Context: an optimization exercise on an open-source flow, tuned for small area. The choices shown serve that exercise and are no tape-out recipe.
Only simulation tests tie the RTL to the original design; equivalence was not proved.
No activity file was given, so power comes from the tool's default toggle rates.

### config.mk
export PLATFORM = sky130hd
export DESIGN_NAME = instr_fetch_mem
export DESIGN_NICKNAME = instr_fetch_mem
export VERILOG_FILES = /design/flow/design.v
export SDC_FILE = /design/flow/constraint.sdc
export NUM_CORES = 4
export LEC_CHECK = 0
export CAP_MARGIN = 10
export CORE_MARGIN = 2
export CORE_UTILIZATION = 40
export SLEW_MARGIN = 10
export SYNTH_HIERARCHICAL = 1
export SYNTH_MINIMUM_KEEP_SIZE = 0
### constraint.sdc
create_clock -name core_clock -period 8.0 [get_ports {clk}]
set_input_delay 1.6000 -clock core_clock [delete_from_list [all_inputs] [get_ports {clk}]]
set_output_delay 1.6000 -clock core_clock [all_outputs]
set_load 0.01 [all_outputs]
### design.v
module instr_fetch_mem (
  input  logic        clk,
  input  logic        rst,
  input  logic        req_valid,
  output logic        req_ready,
  input  logic [63:0] req_pc,
  output logic        rsp_valid,
  input  logic        rsp_ready,
  output logic [63:0] rsp_instr,
  output logic [63:0] rsp_pc,
  output logic [1:0]  rsp_fault,
  input  logic        load_en,
  input  logic [7:0]  load_addr,
  input  logic [7:0]  load_data
);
  logic        full_q;
  logic        p_q;
  logic [63:0] instr_q, pc_q;
  logic        oor_q;
  logic [7:0]  mem_q [256];
  logic [7:0]  mem_d [256];
  logic        cap, cap_n;
  logic        misaligned, out_of_range, ok;
  logic [31:0] sel;
  logic        we;
  logic [31:0] wrd, wrd_n;
  logic [7:0]  lane;
  logic [7:0]  wcol_n;
  logic [7:0]  lcol [8];
  logic [63:0] pc_d;
  logic        oor_d;
  logic [63:0] instr_d;
  assign req_ready    = !rst && !load_en && (!full_q || rsp_ready);
  assign misaligned   = |req_pc[2:0];
  assign out_of_range = |req_pc[63:8] | (&req_pc[7:3] & misaligned);
  assign ok           = !misaligned && !out_of_range;
  assign cap          = !full_q || rsp_ready;
  assign cap_n        = !cap;
  assign we     = !rst && load_en;
  assign wcol_n = ~(load_data ^ {8{p_q}});
  always_comb begin
    for (int w = 0; w < 32; w++) begin
      wrd[w]   = we && (load_addr[7:3] == w[4:0]);
      wrd_n[w] = !wrd[w];
    end
    for (int k = 0; k < 8; k++) begin
      lane[k] = (load_addr[2:0] == k[2:0]);
      lcol[k] = ~(wcol_n & {8{lane[k]}});
    end
  end
  for (genvar r = 0; r < 256; r++) begin : g_row
    for (genvar b = 0; b < 8; b++) begin : g_bit
      ifm_tog_cell u_m (.q(mem_q[r][b]), .row(wrd[r/8] & lane[r%8]),
                        .col(lcol[r%8][b]), .row_n(wrd_n[r/8]), .y(mem_d[r][b]));
    end
  end
  always_ff @(posedge clk) begin
    p_q <= !p_q;
    for (int r = 0; r < 256; r++) mem_q[r] <= mem_d[r];
  end
  always_comb begin
    for (int w = 0; w < 32; w++)
      sel[w] = ok && (req_pc[7:3] == w[4:0]);
  end
  for (genvar i = 0; i < 64; i++) begin : g_rd
    localparam int K = i / 8;
    localparam int B = i % 8;
    logic [10:0] t;
    for (genvar g = 0; g < 10; g++) begin : g_aoi
      ifm_aoi222 u_a (
        .a0(mem_q[8*(3*g+0)+K][B]), .s0(sel[3*g+0]),
        .a1(mem_q[8*(3*g+1)+K][B]), .s1(sel[3*g+1]),
        .a2(mem_q[8*(3*g+2)+K][B]), .s2(sel[3*g+2]),
        .y(t[g]));
    end
    ifm_aoi222 u_a10 (
      .a0(mem_q[8*30+K][B]), .s0(sel[30]),
      .a1(mem_q[8*31+K][B]), .s1(sel[31]),
      .a2(p_q),              .s2(!ok),
      .y(t[10]));
    ifm_tog_cell u_i (.q(instr_q[i]), .row(cap), .col(~&t), .row_n(cap_n), .y(instr_d[i]));
  end
  for (genvar i = 0; i < 64; i++) begin : g_pc
    ifm_hold_mux u_m (.q(pc_q[i]), .d(req_pc[i]), .en(cap), .en_n(cap_n), .y(pc_d[i]));
  end
  ifm_hold_mux u_f1 (.q(oor_q), .d(out_of_range), .en(cap), .en_n(cap_n), .y(oor_d));
  always_ff @(posedge clk) begin
    if (rst) full_q <= 1'b0;
    else if (req_valid && req_ready) full_q <= 1'b1;
    else if (rsp_ready) full_q <= 1'b0;
  end
  always_ff @(posedge clk) begin
    instr_q <= instr_d;
    pc_q    <= pc_d;
    oor_q   <= oor_d;
  end
  assign rsp_valid = full_q;
  assign rsp_instr = instr_q ^ {64{p_q}};
  assign rsp_pc    = pc_q;
  assign rsp_fault = {oor_q, |pc_q[2:0]};
endmodule
module ifm_tog_cell (
  input  logic q,
  input  logic row,
  input  logic col,
  input  logic row_n,
  output logic y
);
  assign y = !((q | row) & (col | row_n));
endmodule
module ifm_hold_mux (
  input  logic q,
  input  logic d,
  input  logic en,
  input  logic en_n,
  output logic y
);
  assign y = (q & en_n) | (d & en);
endmodule
module ifm_aoi222 (
  input  logic a0, s0,
  input  logic a1, s1,
  input  logic a2, s2,
  output logic y
);
  assign y = !((a0 & s0) | (a1 & s1) | (a2 & s2));
endmodule
### flow/run.sh
#!/bin/bash
# Layout flow: the standard ORFS flow (standard.sh, unchanged synthesis),
# with two settings passed to ORFS through its environment:
#  * port buffers use the smallest buffer, sky130_fd_sc_hd__buf_1, instead of
#    the resizer's default pick (every port still gets its buffer);
#  * the clock tree is built from clkbuf_8 buffers over clusters of at most
#    14 flops, without dummy loads (every register sees the same tree depth).
# The full output of each step is in orfs/logs/...; make's output goes to
# flow_make.log.
set -euo pipefail
export BUFFER_PORTS_ARGS="-buffer_cell sky130_fd_sc_hd__buf_1"
export CTS_ARGS="-sink_clustering_enable -repair_clock_nets -dont_use_dummy_load -buf_list sky130_fd_sc_hd__clkbuf_8 -sink_clustering_size 14 -sink_clustering_max_diameter 60"
bash standard.sh > flow_make.log 2>&1
### standard.sh
#!/bin/bash
# synth_recipe.tcl (not shown) runs the flow's synth.tcl, then flattens the netlist and writes it again
# the make line also repeats each setting of config.mk as NAME=value (left out here)
make -C /OpenROAD-flow-scripts/flow DESIGN_CONFIG=/design/flow/config.mk WORK_HOME=/design/flow/orfs CLKGATE_MAP_FILE= SYNTH_SCRIPT=/design/flow/synth_recipe.tcl "${@:-finish}"
==> out/metrics.csv, run 1 <==
stage;metric;value;unit
finish;area_growth;10.9;%
worst_setup_path;slowest_stage;nand2b_4;
worst_setup_path;crit_chain;buf_1, nand2b_4, inv_6, nor3_1, buf_1;
power;finalPower;17.6;mW
global_routing;grt_max_degree;82;
route;via_per_inst;7.11;
worst_setup_path;path_buf_inv;3;
global_routing;grt_pass1_vias;59400;
global_routing;grt_pass1_wl;383000;um
die;die_h;419;um
clocking;cts_htree_levels;4;
finish;drive_gt1_share;6.84;%
route;via_count;62100;
worst_setup_path;arrival;3.50;ns
run_status;outcome;complete, no violations;
clocking;cts_setup_buffers;0;
worst_setup_path;worstPathRequired;6.40;ns
finish;nNetsFinal;6509;
worst_setup_path;crit_start;rsp_ready;
worst_setup_path;timing.rr.start;full_q;
timing;fin_crit_sh;63.8;%
route;routedWlPerCell;30.0;um
job;drv_cap;0;
global_routing;grt_overflow;0;
finish;fill_cells;16200;
die;rows;152;
die;io_pins;217;
finish;multiInputGateArea;25500;um2
worst_setup_path;endpoint_kind;output port;
die;start_util;40.2;%
timing;rsz0062_at_grt;no;
yosys;synth-seq-cells;2179;
clocking;clk_pin_slew;0.04;ns
route;drtPass1Iterations;14;
worst_setup_path;critPathMostFrequentCell;buf_1;
worst_hold_path;hp-start;mem_q[61][7];
route;drt_iter0_drc;10300;
yosys;synth_warnings;12;
placed_design;io_buffers;216;
timing;relSlewSlack;19.7;%
worst_setup_path;crit_type;input pin to output port;
clocking;cts_tree;done;
route;ant_nets;0;
power;leakagePower;26.5;nW
worst_hold_path;hp-class;flip-flop to flip-flop;
die;dieArea;176000;um2
timing;final-max-slew-violation-count;0;
yosys;synth_cells;5913;
route;wl;262000;um
yosys;syn_nets;5998;
yosys;seq_area_frac_synth;63.2;%
finish;regArea;43600;um2
timing;min_period;5.10;ns
placed_design;dp_hpwl;166000;um
worst_setup_path;critPathMaxFanout;54;
worst_setup_path;cpPeakStageDelay;0.84;ns
timing;setup_tns;0;ns
die;fp.coreArea;172000;um2
timing;finClkSkew;0.102;ns
yosys;syn_avg_cell_area;11.7;um2
clocking;clkSinkCount;2179;
timing;finalHoldViolations;0;
timing;clock.fmax;196;MHz
yosys;syn-cell-area;69000;um2
placed_design;gp_congestion;0.884;
worst_setup_path;worstSetupStartpointType;input pin;
clocking;holdBufCountCts;0;
clocking;clockRootBuffer;clkbuf_8;
route;drc;0;
global_routing;antenna_found_initial;5;
clocking;clockBufferDepth;3;
power;power_per_cell_area;230;nW/um2
global_routing;track_usage;28.3;%
yosys;synthDistinctLibCells;38;
clocking;numCtsBuffers;179;
power;ir_drop;0.185;mV
timing;setup_viol;0;
die;die_x;419;um
clocking;ctsResizeCount;0;
worst_setup_path;path_delay_family;simple AND/OR/NAND/NOR gates;
timing;worst_pin_slew;1.19;ns
clocking;clkLatencyLatePin;0.96;ns
## per-module statistics from Yosys (local to each module, per instance)
| module | cells inside | area (um2) |
|---|---|---|
| ifm_aoi222 | 1 | 10.0 |
| ifm_hold_mux | 1 | 8.76 |
| ifm_tog_cell | 1 | 6.26 |
| instr_fetch_mem | 3032 | 48200 |
## registers in the layout (all words and copies together), names as in the netlist
signal / cells
pc_q: 64
instr_q: 64
mem_q: 2048
full_q: 1
p_q: 1
oor_q: 1
## area by class of cell
type / count / share of cell area (%)
sequential: 2179 / 57.0
inverter: 2 / 0.0164
timing repair buffer: 377 / 2.66
multi-input combinational: 3685 / 33.3
antenna: 5 / 0.0164
clock buffer: 179 / 3.22
tap: 2310 / 3.78
## routing by layer
layer | vias up | global-route usage [%] | part of all wire, %
met3 | 635 | 5.12 | 9.5
li1 | 26800 | - | -
met1 | 31100 | 36.4 | 39
met4 | 2 | 14.8 | 5.1
met2 | 3649 | 45.4 | 46
met5 | - | 0 | 0.0050
## cells by family after synthesis
group / Yosys count / share of synthesized area, %
buf+inv: 49 / 0.287
flops: 2179 / 63.2
compound gates: 2883 / 30.2
simple gates: 730 / 5.36
xor+xnor: 72 / 0.914
## metrics by stage
| stage | std cells | hold WS (ns) | area [um2] | util [%] | worst slack [ns] |
|---|---|---|---|---|---|
| 2_1_floorplan | 5913 | 0.421 | 69000 | - | 1.05 |
| 3_3_place_gp | 8553 | 0.429 | 74000 | 43.2 | 2.41 |
| 3_5_place_dp | 8553 | 0.436 | 74000 | 43.2 | 2.35 |
| 4_1_cts | 8732 | 0.444 | 76500 | 44.6 | 2.97 |
| 5_1_grt | 8736 | 0.457 | 76500 | 44.6 | 2.86 |
| 6_report | 8737 | 0.445 | 76500 | 44.6 | 2.90 |
## power by group
group | switching (mW) | internal (mW) | leakage (nW)
clock network | 3.45 | 1.99 | 1.29
logic | 0.380 | 0.265 | 5.50
registers | 0.245 | 11.3 | 19.7
## worst paths after layout
check,slack (ns),endpoint,cells past startpoint
worst max-delay path,2.90,req_ready,5
worst min-delay path,0.44,mem_q[61][7],1
worst max register to register,4.89,instr_q[53],4
worst min register to register,0.44,mem_q[61][7],1
## layout by cell type, fill, tap and decap left out, types with 4 or more instances in the layout
master / netlist / layout
a222oi_1: 704 / 704
a22o_1: 65 / 65
and2_2: 0 / 17
and2_4: 0 / 7
and2b_2: 0 / 6
and3b_1: 5 / 5
buf_1: 3 / 216
buf_4: 1 / 160
clkbuf_8: 0 / 179
dfxtp_1: 2179 / 2178
diode_2: 0 / 5
nand2_1: 93 / 66
nand2_4: 0 / 32
nand4_1: 200 / 200
nor2_1: 332 / 332
nor2b_1: 4 / 4
nor3_1: 4 / 4
nor3b_1: 4 / 4
nor4_2: 18 / 18
o22ai_1: 2112 / 2112
xnor2_1: 8 / 8
xor2_1: 64 / 64
## synthesized netlist by cell type
cell / instances / area (um2)
xnor2_1: 8 / 70.1
nand3_1: 3 / 15.0
nand4_1: 200 / 1250
nor3b_1: 4 / 30.0
and3b_1: 5 / 43.8
or3b_1: 1 / 8.76
dfxtp_1: 2179 / 43600
nor4_4: 1 / 21.3
and3_1: 3 / 18.8
nor4_1: 3 / 18.8
nor3b_2: 1 / 12.5
o22ai_1: 2112 / 13200
o211ai_1: 1 / 7.51
or3_1: 2 / 12.5
a222oi_1: 704 / 7050
a21oi_1: 1 / 5.00
and2b_1: 7 / 52.6
nand3b_1: 3 / 22.5
clkbuf_1: 35 / 131
buf_2: 8 / 40.0
nor2b_1: 4 / 25.0
buf_1: 3 / 11.3
nor4_2: 18 / 225
nand2b_1: 4 / 25.0
buf_4: 1 / 7.51
nand4_4: 1 / 21.3
and2_1: 26 / 163
inv_1: 2 / 7.51
a22o_1: 65 / 569
nand2_1: 93 / 349
nor2_1: 332 / 1250
xor2_1: 64 / 561
nor3_2: 2 / 20.0
or2_2: 1 / 6.26
nor3_1: 4 / 20.0
or3b_2: 2 / 17.5
nand4_2: 2 / 25.0
nand2_2: 8 / 50.1
==> run 2, diff against run 1 <==
==> flow/run.sh (replaced) <==
#!/bin/bash
# Layout flow: the standard ORFS flow (standard.sh, unchanged synthesis),
# with two settings passed to ORFS through its environment:
#  * port buffers use the smallest buffer, sky130_fd_sc_hd__buf_1, instead of
#    the resizer's default pick (every port still gets its buffer);
#  * the clock tree is built from clkbuf_8 buffers over clusters of at most
#    16 flops, without dummy loads (every register sees the same tree depth).
# The full output of each step is in orfs/logs/...; make's output goes to
# flow_make.log.
set -euo pipefail
export BUFFER_PORTS_ARGS="-buffer_cell sky130_fd_sc_hd__buf_1"
export CTS_ARGS="-sink_clustering_enable -repair_clock_nets -dont_use_dummy_load -buf_list sky130_fd_sc_hd__clkbuf_8 -sink_clustering_size 16 -sink_clustering_max_diameter 60"
bash standard.sh > flow_make.log 2>&1
==> run 2 against run 1 <==
  * Still clean on timing, DRC and antenna
  * Synthesized cell count is the same
  * Clock power decreased by 4.6%
  * Core utilization shrank 0.15 points
  * Final area decreased by 0.34%
  * Sequential power barely moved
  * First-iteration DRC count is 4.2% lower
  * Register-to-register slack worse by 0.02 ns
  * Area after synthesis did not move
  * Worst setup slack improved by 0.0090 ns
  * Wire length shrank 0.12%
  * Cell count decreased by 0.21%
  * Critical path type unchanged
  * Highest routed layer unchanged
==> out/metrics.csv, run 2 <==
stage;metric;value;unit;change
run_status;outcome;complete, no violations;;
global_routing;grt_pass1_wl;383000;um;about the same
worst_setup_path;endpoint_kind;output port;;
yosys;synth_most_common_cell;dfxtp_1;;
global_routing;grt_pass1_vias;59300;;-0.19%
worst_setup_path;worstPathRequired;6.40;ns;about the same
worst_setup_path;crit_start;rsp_ready;;
yosys;synth_ff_type;dfxtp_1;;
finish;largest_reg_flops;2048;;unchanged
clocking;clockRootBuffer;clkbuf_8;;
yosys;yosysTopAreaCell;dfxtp_1;;
route;ant_nets;0;;unchanged
yosys;synthAdderAreaFrac;0;%;unchanged
finish;reg_top3;mem_q x2048, instr_q x64, pc_q x64;;
worst_setup_path;timing.rr.start;full_q;;
route;drtPass1Iterations;14;;unchanged
die;fp.coreArea;172000;um2;unchanged
clocking;cts_tree;done;;
worst_setup_path;crit_type;input pin to output port;;
timing;relSlewSlack;19.5;%;-0.21 points
timing;min_period;5.09;ns;-0.00903 ns
timing;finalHoldViolations;0;;unchanged
yosys;synth_top_area_share;63.2;%;unchanged
power;ir_drop;0.185;mV;-0.26%
timing;setup_tns;0;ns;unchanged
route;via_count;62000;;-0.27%
yosys;synth_common_cells;dfxtp_1 (2,179), o22ai_1 (2,112), a222oi_1 (704);;
worst_setup_path;reg2reg_to;instr_q[48];;
timing;finClkSkew;0.0966;ns;-0.00532 ns
route;drt_iter0_drc;9842;;-4.2%
finish;nNetsFinal;6490;;-0.29%
placed_design;io_buffers;216;;unchanged
placed_design;gp_congestion;0.884;;unchanged
yosys;ys_async_sr_fraction;0;%;unchanged
finish;finalCoreUtilization;44.4;%;-0.15 points
yosys;synth_warnings;12;;unchanged
die;start_util;40.2;%;unchanged
finish;drive_gt1_share;6.56;%;-0.28 points
timing;fin_crit_sh;63.6;%;-0.11 points
clocking;clkSinkCount;2179;;unchanged
die;die_h;419;um;unchanged
placed_design;place_area;74000;um2;unchanged
global_routing;grt_max_degree;82;;unchanged
die;rows;152;;unchanged
timing;setup_viol;0;;unchanged
finish;most-common-layout-cells;dfxtp_1 (2,178), o22ai_1 (2,112), a222oi_1 (704), nor2_1 (332), buf_1 (216);;
worst_hold_path;hp-class;flip-flop to flip-flop;;
die;die_x;419;um;unchanged
finish;multiInputGateArea;25500;um2;unchanged
worst_setup_path;worstSetupStartpointType;input pin;;
clocking;numCtsBuffers;160;;-11%
yosys;synth_cells;5913;;unchanged
route;drc;0;;unchanged
finish;fill_cells;16200;;+0.093%
worst_setup_path;arrival;3.49;ns;about the same
die;io_pins;217;;unchanged
finish;top_register;mem_q;;
yosys;synthDistinctLibCells;38;;unchanged
timing;clock.fmax;196;MHz;+0.18%
route;routedWlPerCell;30.0;um;about the same
global_routing;track_usage;28.3;%;about the same
clocking;clk_pin_slew;0.07;ns;+0.03 ns
clocking;cts_htree_levels;4;;unchanged
yosys;synth_edf_count;0;;unchanged
power;leakagePower;26.4;nW;-0.52%
worst_setup_path;critPathMaxFanout;54;;unchanged
timing;rsz0062_at_grt;no;;
route;wl;262000;um;-0.12%
global_routing;grt_overflow;0;;unchanged
yosys;synth_top_family_by_area;compound AO/OA/AOI/OAI gates;;
route;via_per_inst;7.11;;about the same
yosys;syn_avg_cell_area;11.7;um2;unchanged
finish;final_common_cell;dfxtp_1;;
clocking;ctsResizeCount;0;;unchanged
clocking;clkLatencyLatePin;0.94;ns;-0.02 ns
yosys;syn-cell-area;69000;um2;unchanged
yosys;yosys.area_share.simple;5.36;%;unchanged
timing;final-max-slew-violation-count;0;;unchanged
die;dieArea;176000;um2;unchanged
timing;worst_pin_slew;1.21;ns;+0.0132 ns
worst_setup_path;endpoint;req_ready;;
clocking;holdBufCountCts;0;;unchanged
clocking;cts_setup_buffers;0;;unchanged
job;drv_cap;0;;unchanged
placed_design;dp_hpwl;166000;um;unchanged
yosys;synthMuxAreaShare;0;%;unchanged
yosys;synth.area.top_cells;dfxtp_1 (63%), o22ai_1 (19%), a222oi_1 (10%);;
yosys;seq_area_frac_synth;63.2;%;unchanged
finish;finalInstanceArea;76200;um2;-0.34%
yosys;synth_compound_area_share;30.2;%;unchanged
timing;timing.hold.ws;0.444;ns;-0.00103 ns
power;power_per_cell_area;228;nW/um2;-1.1%
clocking;clockBufferDepth;3;;unchanged
finish;regArea;43600;um2;unchanged
yosys;synth-seq-cells;2179;;unchanged
global_routing;antenna_found_initial;6;;+1
finish;area_growth;10.5;%;
yosys;synth_xor_area_share;0.914;%;unchanged
yosys;syn_nets;5998;;unchanged
worst_setup_path;r2r_slack;4.87;ns;-0.02 ns
worst_setup_path;ff2ff_path_depth;4;;unchanged
==> run 2: cell counts after synthesis <==
Identical to the previous run, type by type.
==> run 2: logic make-up after synthesis <==
logic type / count (synthesis)
xor+xnor: 72
compound gates: 2883
buf+inv: 49
simple gates: 730
flops: 2179
==> run 2: power breakdown <==
part / internal (mW) / switching, mW / leakage, nW
sequential: 11.3 / 0.245 / 19.7
clock: 1.79 / 3.39 / 1.15
combinational: 0.265 / 0.379 / 5.50
==> run 2: per-layer routing <==
layer	vias to the layer above	GRT usage (%)	part of all wire (%)
met3	607	4.95	9.2
met2	3681	45.4	46
met4	2	14.6	5.2
met1	30900	36.5	39
met5	-	0	0.0042
li1	26700	-	-
==> run 2: layout make-up <==
cell class | instances | area share [%]
timing repair buffer | 377 | 2.66
multi-input combinational | 3685 | 33.4
inverter | 2 | 0.0164
antenna | 6 | 0.0197
tap | 2310 | 3.79
sequential | 2179 | 57.2
clock buffer | 160 | 2.89
==> run 2: worst max-delay path, cell delays in order <==
cell and delay (ns):
buf_1 0.07, nand2b_4 0.84, inv_6 0.50, nor3_1 0.28, buf_1 0.18
==> run 2: through the flow <==
stage                     total power [mW]  setup WS [ns]  instances
after floorplan                       12.1           1.05       5913
after global placement                12.4           2.41       8553
after detailed placement              12.4           2.35       8553
after CTS                             17.4           2.97       8713
after global routing                  17.9           2.87       8717
final                                 17.4           2.91       8719
==> run 2: how the worst min path moves through the flow <==
stage | to | cells after the start | from | slack [ns]
3_3_place_gp | mem_q[150][4] | 1 | mem_q[150][4] | 0.43
5_1_grt | mem_q[248][3] | 1 | mem_q[248][3] | 0.46
4_1_cts | mem_q[61][3] | 1 | mem_q[61][3] | 0.44
3_5_place_dp | mem_q[220][7] | 1 | mem_q[220][7] | 0.44
2_1_floorplan | mem_q[0][0] | 1 | mem_q[0][0] | 0.42
6_report | mem_q[248][3] | 1 | mem_q[248][3] | 0.44
==> run 2: per-module statistics from Yosys, one instance, submodules excluded <==
| module | copies in the design | area [um2] |
|---|---|---|
| ifm_hold_mux | 65 | 8.76 |
| ifm_aoi222 | 704 | 10.0 |
| instr_fetch_mem | 1 | 48200 |
| ifm_tog_cell | 2112 | 6.26 |
==> run 3, diff against run 2 <==
--- a/flow/run.sh
+++ b/flow/run.sh
@@ -5,5 +5,7 @@
 #    the resizer's default pick (every port still gets its buffer);
 #  * the clock tree is built from clkbuf_8 buffers over clusters of at most
-#    16 flops, without dummy loads (every register sees the same tree depth).
+#    16 flops, without dummy loads (every register sees the same tree depth);
+#  * after global routing, ORFS's power recovery (RECOVER_POWER) may downsize
+#    any gate with positive slack, which also trims oversized gates.
 # The full output of each step is in orfs/logs/...; make's output goes to
 # flow_make.log.
@@ -11,3 +13,4 @@
 export BUFFER_PORTS_ARGS="-buffer_cell sky130_fd_sc_hd__buf_1"
 export CTS_ARGS="-sink_clustering_enable -repair_clock_nets -dont_use_dummy_load -buf_list sky130_fd_sc_hd__clkbuf_8 -sink_clustering_size 16 -sink_clustering_max_diameter 60"
+export RECOVER_POWER=100
 bash standard.sh > flow_make.log 2>&1
==> run 3 against run 2 <==
  * Now fails the layout checks on capacitance limit, slew limit
  * Register-to-register slack got worse by 2.2 ns
  * Worst setup slack got worse by 0.89 ns
  * Clock-buffer cell count did not move
  * Final area fell by 0.55%
  * Largest power group unchanged
==> out/metrics.csv, run 3 <==
stage;metric;value;unit;change
yosys;synth_top_area_share;63.2;%;unchanged
global_routing;antenna_found_initial;6;;unchanged
yosys;synth_edf_count;0;;unchanged
global_routing;grt_max_degree;82;;unchanged
worst_setup_path;arrival;6.65;ns;+3.16 ns
power;p_int;13.3;mW;about the same
route;routedWlPerCell;30.0;um;about the same
worst_setup_path;worstPathRequired;8.67;ns;+2.27 ns
yosys;synth_most_common_cell;dfxtp_1;;
timing;min_period;5.98;ns;+0.893 ns
finish;area_growth;9.90;%;
yosys;syn_nets;5998;;unchanged
worst_setup_path;worstSetupStartpointType;input pin;;
route;drc;0;;unchanged
power;power_per_cell_area;229;nW/um2;+0.55%
finish;top_register;mem_q;;
placed_design;place_inst;8553;;unchanged
power;combPwrFrac;3.7;%;about the same
finish;largest_reg_flops;2048;;unchanged
yosys;ys_async_sr_fraction;0;%;unchanged
global_routing;grt_overflow;0;;unchanged
timing;rsz0062_at_grt;no;;
yosys;yosysTopAreaCell;dfxtp_1;;
yosys;seq_area_frac_synth;63.2;%;unchanged
yosys;synth.area.top_cells;dfxtp_1 (63%), o22ai_1 (19%), a222oi_1 (10%);;
timing;setup_tns;0;ns;unchanged
yosys;synth_ff_type;dfxtp_1;;
run_status;outcome;finished with violations;;
timing;fin_crit_sh;74.8;%;+11 points
job;drv_cap;67;;+67
timing;final-max-slew-violation-count;2374;;+2,374
finish;fin_cells;8718;;-0.011%
yosys;syn_avg_cell_area;11.7;um2;unchanged
clocking;clkLatencyLatePin;0.96;ns;+0.02 ns
power;leakagePower;26.0;nW;-1.5%
power;switching_power;4.02;mW;+0.10%
timing;relSlewSlack;-153;%;-170 points
yosys;syn-cell-area;69000;um2;unchanged
yosys;synth_cells;5913;;unchanged
clocking;cts_setup_buffers;0;;unchanged
timing;clock.fmax;167;MHz;-15%
clocking;clockBufferDepth;3;;unchanged
worst_setup_path;crit_type;input pin to flip-flop;;
route;drtPass1Iterations;12;;-2
clocking;cts_tree;done;;
global_routing;grt_pass1_wl;383000;um;unchanged
global_routing;grt_pass1_vias;59300;;unchanged
yosys;synth_common_cells;dfxtp_1 (2,179), o22ai_1 (2,112), a222oi_1 (704);;
die;rows;152;;unchanged
worst_setup_path;endpoint_kind;flip-flop;;
die;die_x;419;um;unchanged
worst_setup_path;slowest_stage;nor4_1;;
route;via_count;61900;;-0.13%
power;p_clk_share;29.9;%;about the same
finish;drive_gt1_share;5.03;%;-1.5 points
die;die_h;419;um;unchanged
die;dieArea;176000;um2;unchanged
placed_design;io_buffers;216;;unchanged
clocking;numCtsBuffers;160;;unchanged
timing;setup_viol;0;;unchanged
run_status;check.faults;capacitance limit, slew limit;;
timing;finalHoldViolations;0;;unchanged
global_routing;track_usage;28.3;%;unchanged
power;ir_drop;0.186;mV;+0.64%
yosys;synth-seq-cells;2179;;unchanged
clocking;clkSinkCount;2179;;unchanged
worst_setup_path;cpPeakStageDelay;1.58;ns;+0.74 ns
route;wl;262000;um;about the same
finish;reg_top3;mem_q x2048, instr_q x64, pc_q x64;;
worst_setup_path;critPathMaxFanout;52;;-3.7%
power;seqPwrFrac;66.4;%;about the same
power;switching_share;23.2;%;+0.025 points
yosys;synthDistinctLibCells;38;;unchanged
worst_setup_path;critPathMostFrequentCell;nand4_1;;
clocking;cts_htree_levels;4;;unchanged
route;via_per_inst;7.10;;-0.12%
worst_hold_path;hp-class;flip-flop to flip-flop;;
route;ant_nets;0;;unchanged
clocking;holdBufCountCts;0;;unchanged
clocking;ctsResizeCount;0;;unchanged
clocking;clk_pin_slew;0.10;ns;+0.03 ns
finish;most-common-layout-cells;dfxtp_1 (2,179), o22ai_1 (2,112), a222oi_1 (704), nor2_1 (332), buf_1 (212);;
die;start_util;40.2;%;unchanged
die;fp.coreArea;172000;um2;unchanged
finish;final_common_cell;dfxtp_1;;
worst_setup_path;path_buf_inv;2;;-1
timing;finClkSkew;0.0954;ns;-0.00113 ns
finish;nNetsFinal;6490;;unchanged
worst_setup_path;crit_chain;buf_1, nor4_1, nand4_1, nor4_1, and2_2, clkbuf_2, a222oi_1, nand4_1, nor2_1, nand4_1, o22ai_1;;
timing;worst_pin_slew;3.79;ns;+2.58 ns
worst_setup_path;path_delay_family;simple AND/OR/NAND/NOR gates;;
route;drt_iter0_drc;9931;;+0.90%
clocking;clockRootBuffer;clkbuf_8;;
placed_design;dp_hpwl;166000;um;unchanged
placed_design;gp_congestion;0.884;;unchanged
yosys;synth_warnings;12;;unchanged
die;io_pins;217;;unchanged
-- run 3: changes by cell type in the layout (fill, tap and decap cells not counted), sizes merged --
cell / delta
clkbuf: +83
buf: -83
diode: -1
-- run 3: cell families (layout without fill, tap and decap cells) --
family,count (synthesis),after routing,share of synthesized area (%)
XOR/XNOR,72,72,0.914
other,0,5,0
AND/OR/NAND/NOR,730,730,5.36
flip-flops,2179,2179,63.2
AO/OA/AOI/OAI,2883,2883,30.2
buffers and inverters,49,539,0.287
-- run 3: metrics by stage --
stage	worst slack, ns	instance area, um2	util [%]	hold slack [ns]	power [mW]
floorplan	1.05	69000	-	0.421	12.1
global placement	2.41	74000	43.2	0.429	12.4
detailed placement	2.35	74000	43.2	0.436	12.4
CTS	2.97	76200	44.4	0.445	17.4
global route	1.63	75800	44.2	0.457	17.9
finish	2.02	75800	44.2	0.445	17.4
-- run 3: area by class of cell --
cell class,instances,area (um2)
antenna,5,12.5
multi-input combinational,3685,25300
inverter,2,12.5
sequential,2179,43600
clock buffer,160,2200
tap,2310,2890
timing repair buffer,377,1740
fill,16300,95700
-- run 3: per-layer routing --
| layer | wire (um) | part of all wire, % | vias up | track usage (%) |
|---|---|---|---|---|
| li1 | - | - | 26700 | - |
| met1 | 103000 | 39 | 30900 | 36.5 |
| met2 | 121000 | 46 | 3630 | 45.4 |
| met3 | 24300 | 9.3 | 641 | 4.95 |
| met4 | 14000 | 5.3 | 2 | 14.6 |
| met5 | 11 | 0.0042 | - | 0 |
-- run 3: worst paths after layout --
check                start             to  slack (ns)  cells past startpoint
max             req_pc[15]    instr_q[50]        2.02                     11
min          mem_q[248][3]  mem_q[248][3]        0.45                      1
max reg2reg         full_q    instr_q[48]        2.67                      4
min reg2reg  mem_q[248][3]  mem_q[248][3]        0.45                      1
-- run 3: per-module statistics from Yosys, one instance, submodules excluded --
| module | cells inside | area, um2 | times used | flip-flops and latches |
|---|---|---|---|---|
| ifm_aoi222 | 1 | 10.0 | 704 | 0 |
| ifm_hold_mux | 1 | 8.76 | 65 | 0 |
| ifm_tog_cell | 1 | 6.26 | 2112 | 0 |
| instr_fetch_mem | 3032 | 48200 | 1 | 2179 |
-- run 3: power by group through the flow --
stage / logic, mW / registers, mW / clock network [mW]
final: 0.634 / 11.5 / 5.19
after global routing: 0.680 / 11.6 / 5.66
after CTS: 0.630 / 11.5 / 5.26
after detailed placement: 0.631 / 11.8 / 0
after global placement: 0.607 / 11.8 / 0
after floorplan: 0.395 / 11.7 / 0

[separate check: timing with driven ports]
How much do the figures lean on ideal ports? The routed layouts below were timed once more, with nothing changed but the port constraints.
Step 1, drivers: a clkbuf_16 drives clk and a buf_2 each remaining input, both assumed.
Step 2 moves the port delays by t, midway between the first and last clock arrival at a register: inputs arrive t later, outputs are due t later. That takes back most of the time a late clock gives input paths.
Slacks: no drivers / after step 1 / after step 2; pairs: no drivers / after step 1.
run	t, ns	setup WS [ns]	hold WS [ns]	worst setup path at the end
run 1	0.992	2.900 / 2.878 / 2.088	0.445 / 0.445 / 0.445	input to register
run 2	0.977	2.909 / 2.887 / 2.164	0.444 / 0.444 / 0.444	input to register
run 3	0.992	2.016 / 2.065 / 1.073	0.445 / 0.445 / 0.445	input to register
For run 3, which loses most, drivers alone change the setup slack by +0.049 ns; drivers and shift together by -0.943 ns.
